What follows belongs to an exercise in optimizing a design on an open flow for small area; a production flow would make more cautious choices. Only simulation tests tie the RTL to the original design; equivalence was not proved. Power figures rest on the tool's default switching activity, not on a simulated workload.

[design/flow/constraint.sdc]
create_clock -name core_clock -period 20.0 [get_ports {CLK}]
set_input_delay 4.0000 -clock core_clock [delete_from_list [all_inputs] [get_ports {CLK}]]
set_output_delay 4.0000 -clock core_clock [all_outputs]
set_load 0.01 [all_outputs]
[design/flow/design.v]
`timescale 1ns/1ns
package rv_core_pkg;
    localparam int XLEN = 32;
    typedef logic [XLEN-1:0] word_t;
endpackage
`timescale 1ns/1ns
`timescale 1ns/1ns
`timescale 1ns/1ns
`timescale 1ns/1ns
`timescale 1ns/1ns
module rv_core #(
    parameter logic [31:0] RESET_PC = 32'h0000_0000
) (
    input  logic        CLK,
    input  logic        RESET,
    input  logic [31:0] instr_i,
    output logic [31:0] pc_o,
    output logic        dmem_we_o,
    output logic [31:0] dmem_addr_o,
    output logic [31:0] dmem_wdata_o,
    output logic        illegal_instr_o
);
    logic [6:0] opc;
    logic [2:0] f3;
    logic       is_op, is_opi, is_lui, is_br, is_jal, is_st;
    logic       f7ok, shift_f3, legal;
    assign opc = instr_i[6:0];
    assign f3  = instr_i[14:12];
    assign is_op  = opc == 7'b0110011;
    assign is_opi = opc == 7'b0010011;
    assign is_lui = opc == 7'b0110111;
    assign is_br  = opc == 7'b1100011;
    assign is_jal = opc == 7'b1101111;
    assign is_st  = opc == 7'b0100011;
    assign f7ok     = (instr_i[31:25] & 7'b1011111) == 7'b0;
    assign shift_f3 = f3[1:0] == 2'b01;
    assign legal = (is_op  & f7ok)
                 | (is_opi & (!shift_f3 | f7ok))
                 | is_lui
                 | (is_br  & (f3[2:1] != 2'b01))
                 | is_jal
                 | (is_st  & (f3 == 3'b010));
    assign illegal_instr_o = !legal;
    logic       rf_we;
    logic [4:0] rs1_a, rs2_a, rd_a;
    assign rf_we = legal & (is_op | is_opi | is_lui | is_jal);
    assign rs1_a = is_lui ? 5'd0 : instr_i[19:15];    
    assign rs2_a = instr_i[24:20];
    assign rd_a  = instr_i[11:7];
    logic [31:0] regs_q [1:31];
    logic [31:1] valid_q;
    logic [31:0] rs1_d, rs2_d;
    logic [31:0] wdata;
    always_comb begin
        rs1_d = '0;
        rs2_d = '0;
        for (int k = 1; k < 32; k++) begin
            rs1_d = rs1_d | ({32{valid_q[k] && rs1_a == 5'(k)}} & regs_q[k]);
            rs2_d = rs2_d | ({32{valid_q[k] && rs2_a == 5'(k)}} & regs_q[k]);
        end
    end
    always_ff @(posedge CLK) begin
        for (int k = 1; k < 32; k++) begin
            if (rf_we && rd_a == 5'(k)) regs_q[k] <= wdata;
        end
    end
    always_ff @(posedge CLK) begin
        for (int k = 1; k < 32; k++) begin
            if (RESET) valid_q[k] <= 1'b0;
            else if (rf_we && rd_a == 5'(k)) valid_q[k] <= 1'b1;
        end
    end
    logic [31:0] imm;
    logic [31:0] op_a, op_b, op_bx;
    logic        sub;
    logic [32:0] sum;
    logic        ltu, lt, eq, cond;
    always_comb begin
        if (is_st)       imm = {{20{instr_i[31]}}, instr_i[31:25], instr_i[11:7]};
        else if (is_lui) imm = {instr_i[31:12], 12'b0};
        else             imm = {{20{instr_i[31]}}, instr_i[31:20]};
    end
    assign op_a  = rs1_d;
    assign op_b  = (is_op | is_br) ? rs2_d : imm;
    assign sub   = is_br | ((is_op | is_opi) & (f3[2:1] == 2'b01))
                 | (is_op & (f3 == 3'b000) & instr_i[30]);
    assign op_bx = op_b ^ {32{sub}};
    assign sum   = {1'b0, op_a} + {1'b0, op_bx} + {32'b0, sub};
    assign ltu  = !sum[32];
    assign lt   = (op_a[31] ^ op_b[31]) ? op_a[31] : ltu;
    assign eq   = &(op_a ^ op_bx);
    assign cond = (f3[2] ? (f3[1] ? ltu : lt) : eq) ^ f3[0];
    logic [31:0] sh_in, sh_out, sh_rev;
    logic        sh_left, sh_fill;
    assign sh_left = !f3[2];
    always_comb begin
        for (int k = 0; k < 32; k++) sh_in[k] = sh_left ? op_a[31-k] : op_a[k];
    end
    assign sh_fill = instr_i[30] & op_a[31] & !sh_left;
    assign sh_out  = 32'($signed({sh_fill, sh_in}) >>> op_b[4:0]);
    always_comb begin
        for (int k = 0; k < 32; k++) sh_rev[k] = sh_out[31-k];
    end
    logic [31:1] pc_q;
    logic [31:0] pc_inc, pc_tgt, imm_bj;
    logic        redirect;
    assign imm_bj = instr_i[3]
        ? {{12{instr_i[31]}}, instr_i[19:12], instr_i[20], instr_i[30:21], 1'b0}
        : {{20{instr_i[31]}}, instr_i[7], instr_i[30:25], instr_i[11:8], 1'b0};
    assign pc_inc   = {pc_q, 1'b0} + 32'd4;    
    assign pc_tgt   = {pc_q, 1'b0} + imm_bj;
    assign redirect = is_jal | (is_br & (f3[2:1] != 2'b01) & cond);
    always_ff @(posedge CLK) begin
        if (RESET) pc_q <= RESET_PC[31:1];
        else       pc_q <= redirect ? pc_tgt[31:1] : pc_inc[31:1];
    end
    always_comb begin
        if (is_jal)      wdata = pc_inc;
        else if (is_lui) wdata = sum[31:0];
        else begin
            case (f3)
                3'b000:  wdata = sum[31:0];
                3'b001:  wdata = sh_rev;
                3'b010:  wdata = {31'b0, lt};
                3'b011:  wdata = {31'b0, ltu};
                3'b100:  wdata = op_a ^ op_b;
                3'b101:  wdata = sh_out;
                3'b110:  wdata = op_a | op_b;
                default: wdata = op_a & op_b;
            endcase
        end
    end
    assign pc_o         = {pc_q, 1'b0};
    assign dmem_we_o    = is_st & (f3 == 3'b010);
    assign dmem_addr_o  = sum[31:0];
    assign dmem_wdata_o = rs2_d;
endmodule
[design/flow/config.mk]
export PLATFORM = sky130hd
export DESIGN_NAME = rv_core
export DESIGN_NICKNAME = rv_core
export VERILOG_FILES = /design/flow/design.v
export SDC_FILE = /design/flow/constraint.sdc
export NUM_CORES = 4
export LEC_CHECK = 0
export CAP_MARGIN = 20
export CORE_MARGIN = 2
export CORE_UTILIZATION = 40
export SLEW_MARGIN = 20
[design/flow/run.sh]
#!/bin/bash
# synth_recipe.tcl (not shown) runs the flow's synth.tcl, then flattens the netlist and writes it again
# the make line also repeats each setting of config.mk as NAME=value (left out here)
make -C /OpenROAD-flow-scripts/flow DESIGN_CONFIG=/design/flow/config.mk WORK_HOME=/design/flow/orfs CLKGATE_MAP_FILE= SYNTH_SCRIPT=/design/flow/synth_recipe.tcl finish
==> results.txt <==
status complete, no violations; Setup crit start kind primary input; most frequent cells in the layout 992 x edfxtp_1, 339 x a22oi_1, 253 x nand2_1, 250 x buf_4, 249 x nor2_1; clock sinks 1054; # fillers 12800; routed wire length 333 mm; Synth Area in Compound Gates 22.7%; Worst path max stage delay 0.92 ns; kind of critical path in2out; Synth Area in XOR/XNOR 1.79%; Final Instance Area 65000 um^2; synthesized area 56900 um^2; Max IR drop VDD 0.0000700 V; initial cell density of the core 40.3%; Critical Path AT 12.04 ns; vias 54500; nets 5086; period utilization 80.2%; die area 145000 um^2; initial antenna violation count 25; simple-gate share of the synthesized area 11.1%; GRT Total Usage 44.0%; Root Buffer clkbuf_16; Ys Warns 2; clk slew on worst S/H paths 0.06 ns; LEAKAGE 21.9 nW; clock latency on the worst-skew pair 0.79 ns; fraction of layout cells with a size suffix above 1 12.8%; first-pass GRT wire length 439 mm; vias in the first global route 49900; Cells after Synth 4858; most common cell after layout, fill and taps aside edfxtp_1; worst r2r src valid_q[31]; # rows 138; main combinational cell family by area after synthesis compound AO/OA/AOI/OAI gates; Remaining DRCs 0; Synth Net Count 5020; area of the multi-input gates 24100 um^2; RSZ-0062 raised after global routing no; Final Hold Vio Count 0; Hold WC Path Type reg2reg; setup TNS 0 ns; multiplexer share of the synthesized area 2.83%; Core Box Area 141000 um^2; placed cell area 61200 um^2; Pwr Density 76.7 nW/um^2; final global-route overflow total 0; # IOs 132; RePlAce Congestion 1.06; I/O Buffers 130; Worst slew margin 12.5%; Primary FF master, synth edfxtp_1; fmax 62.4 MHz; Longest Clk Path Bufs 3; HP Start valid_q[1]; DR WL/cell 48.0 um; Max Cap Viol 0; Worst setup EP type primary output; Routed Antenna Nets 0; area delta synth->final 14.1%; detailed-placement wirelength estimate 207 mm; Yosys cell types 107; DR iter-0 viols 12500; chip height 381 um; Final Max Slew Viols 0; largest net degree at the start of global routing 94; Worst Max-Slew Pin Slew 1.30 ns; TritonCTS buffer count 111; #FFs+latches synth 1054; CTS tree done; Vias per Instance 7.87; CP Data Required Time 16.00 ns; Pre-antenna DRT Iters 14; Crit-path slowest cell o211a_1; crit path from instr_i[3]; setup violators final 0; skew final 0.0809 ns; Pwr Total 0.00499 W; hold_buf cts 0; Final min period 16.04 ns; critical path fanouts, max 93; Post-synth EDFFs 992; ys async rst share 0%; sequential share of the synthesized area 54.5%; number of setup buffers added after CTS 0; htree depth 3; Mean Syn Cell Area 11.7 um^2; die width 381 um; Reg area 31000 um^2; post_cts resized 0; adder-cell share of the synthesized area 2.84%
report_power, final:
part	internal (W)	switching, W
Combinational	0.0000992	0.000290
Clock	0.00120	0.000944
Sequential	0.00245	0.00000262
synthesized netlist by cell type, drive strengths merged, types with 11 or more instances:
| library cell | n | share of area (%) |
|---|---|---|
| a2111oi | 21 | 0.32 |
| a211oi | 24 | 0.32 |
| a21o | 30 | 0.40 |
| a21oi | 195 | 1.7 |
| a221oi | 155 | 2.4 |
| a222oi | 73 | 1.3 |
| a22o | 191 | 2.9 |
| a22oi | 339 | 4.5 |
| a31oi | 23 | 0.25 |
| a32oi | 30 | 0.46 |
| and2 | 24 | 0.26 |
| and3 | 78 | 0.87 |
| and3b | 14 | 0.22 |
| and4 | 39 | 0.60 |
| and4b | 13 | 0.23 |
| buf | 179 | 1.6 |
| clkbuf | 248 | 1.6 |
| dfxtp | 62 | 2.2 |
| edfxtp | 992 | 52 |
| ha | 126 | 2.8 |
| inv | 137 | 0.90 |
| mux2 | 16 | 0.32 |
| mux2i | 75 | 1.3 |
| mux4 | 30 | 1.2 |
| nand2 | 253 | 1.7 |
| nand2b | 22 | 0.24 |
| nand3 | 115 | 1.0 |
| nand4 | 127 | 1.4 |
| nor2 | 288 | 1.9 |
| nor2b | 23 | 0.25 |
| nor3 | 81 | 0.71 |
| nor4 | 27 | 0.32 |
| o2111ai | 228 | 3.5 |
| o211a | 36 | 0.63 |
| o211ai | 36 | 0.47 |
| o21a | 14 | 0.18 |
| o21ai | 127 | 1.1 |
| o21bai | 14 | 0.18 |
| o22ai | 17 | 0.19 |
| o31ai | 11 | 0.15 |
| or2 | 18 | 0.20 |
| or3 | 23 | 0.26 |
| or4 | 14 | 0.18 |
| xnor2 | 53 | 0.82 |
| xor2 | 61 | 0.94 |
area by class of cell:
type                    count  share of cell area [%]
clock inverters            72                    1.17
flip-flops and latches   1054                    47.7
clock buffers             136                    4.56
diodes                     20                  0.0770
repair buffers            380                    4.87
well taps                1890                    3.64
multi-input cells        3239                    37.1
inverters                 138                   0.799
registers in the layout, indices dropped and copies added, names as in the netlist:
register,count
valid_q,31
pc_q,31
regs_q,992
per-stage QoR:
| step | util (%) | setup slack, ns | cells | hold slack, ns |
|---|---|---|---|---|
| floorplan | - | 6.71 | 4858 | 0.447 |
| detailed placement | 43.3 | 4.32 | 6701 | 0.480 |
| global placement | 43.3 | 4.37 | 6701 | 0.485 |
| finish | 46.0 | 3.96 | 6929 | 0.507 |
| CTS | 45.9 | 4.32 | 6909 | 0.495 |
| global route | 45.9 | 3.85 | 6909 | 0.522 |
kinds of logic (layout without fill, tap and decap cells):
logic type	after synthesis	after routing
AO/OA/AOI/OAI	1667	1667
XOR/XNOR	115	115
adder cells (fa/ha/maj)	128	128
buffers and inverters	565	726
flip-flops	1054	1054
multiplexers	121	121
other	1	21
AND/OR/NAND/NOR	1207	1207
routing by layer:
metal	global-route usage (%)	routed length, um
met1	53.0	112000
met2	62.5	135000
met3	18.8	54100
met4	32.6	31300
met5	0.926	461
worst max-delay path, delay by kind of cell:
| family | cells | cell delay (ns) |
|---|---|---|
| simple gates | 6 | 1.29 |
| buf+inv | 6 | 2.99 |
| compound gates | 11 | 2.94 |
| xor+xnor | 1 | 0.17 |
| fa+ha+maj | 1 | 0.41 |
final timing paths:
kind | slack, ns | endpoint | depth (start not counted)
worst max-delay path | 3.96 | dmem_addr_o[29] | 25
worst min-delay path | 0.51 | valid_q[1] | 2
worst max register to register | 11.70 | regs_q[23][30] | 19
worst min register to register | 0.51 | valid_q[1] | 2

==> static timing again, ports no longer ideal <==
No port has a modelled driver above. Below, the same layout with a new extraction and two added sets of constraints. Step 1 sets driving cells, clkbuf_16 on the clock port and buf_2 on the other inputs (assumed; they add their load-dependent delay and slew). Step 2, shift: input delay + t, output delay - t, t = (earliest + latest rising clock arrival at the registers) / 2. This alone moves slack from input paths to output paths. a / b / c = ideal / step 1 / step 2; a / b = the first two.
t, ns: 0.839
slack for setup (ns): 3.965 / 3.943 / 3.943
hold WS [ns]: 0.507 / 0.507 / 0.507
worst setup path at the end: input to output
worst data-port slew with drivers (ns): 0.11
After both steps this run still meets setup and hold. For this run, drivers alone change the setup slack by -0.022 ns; drivers and shift together by -0.022 ns.
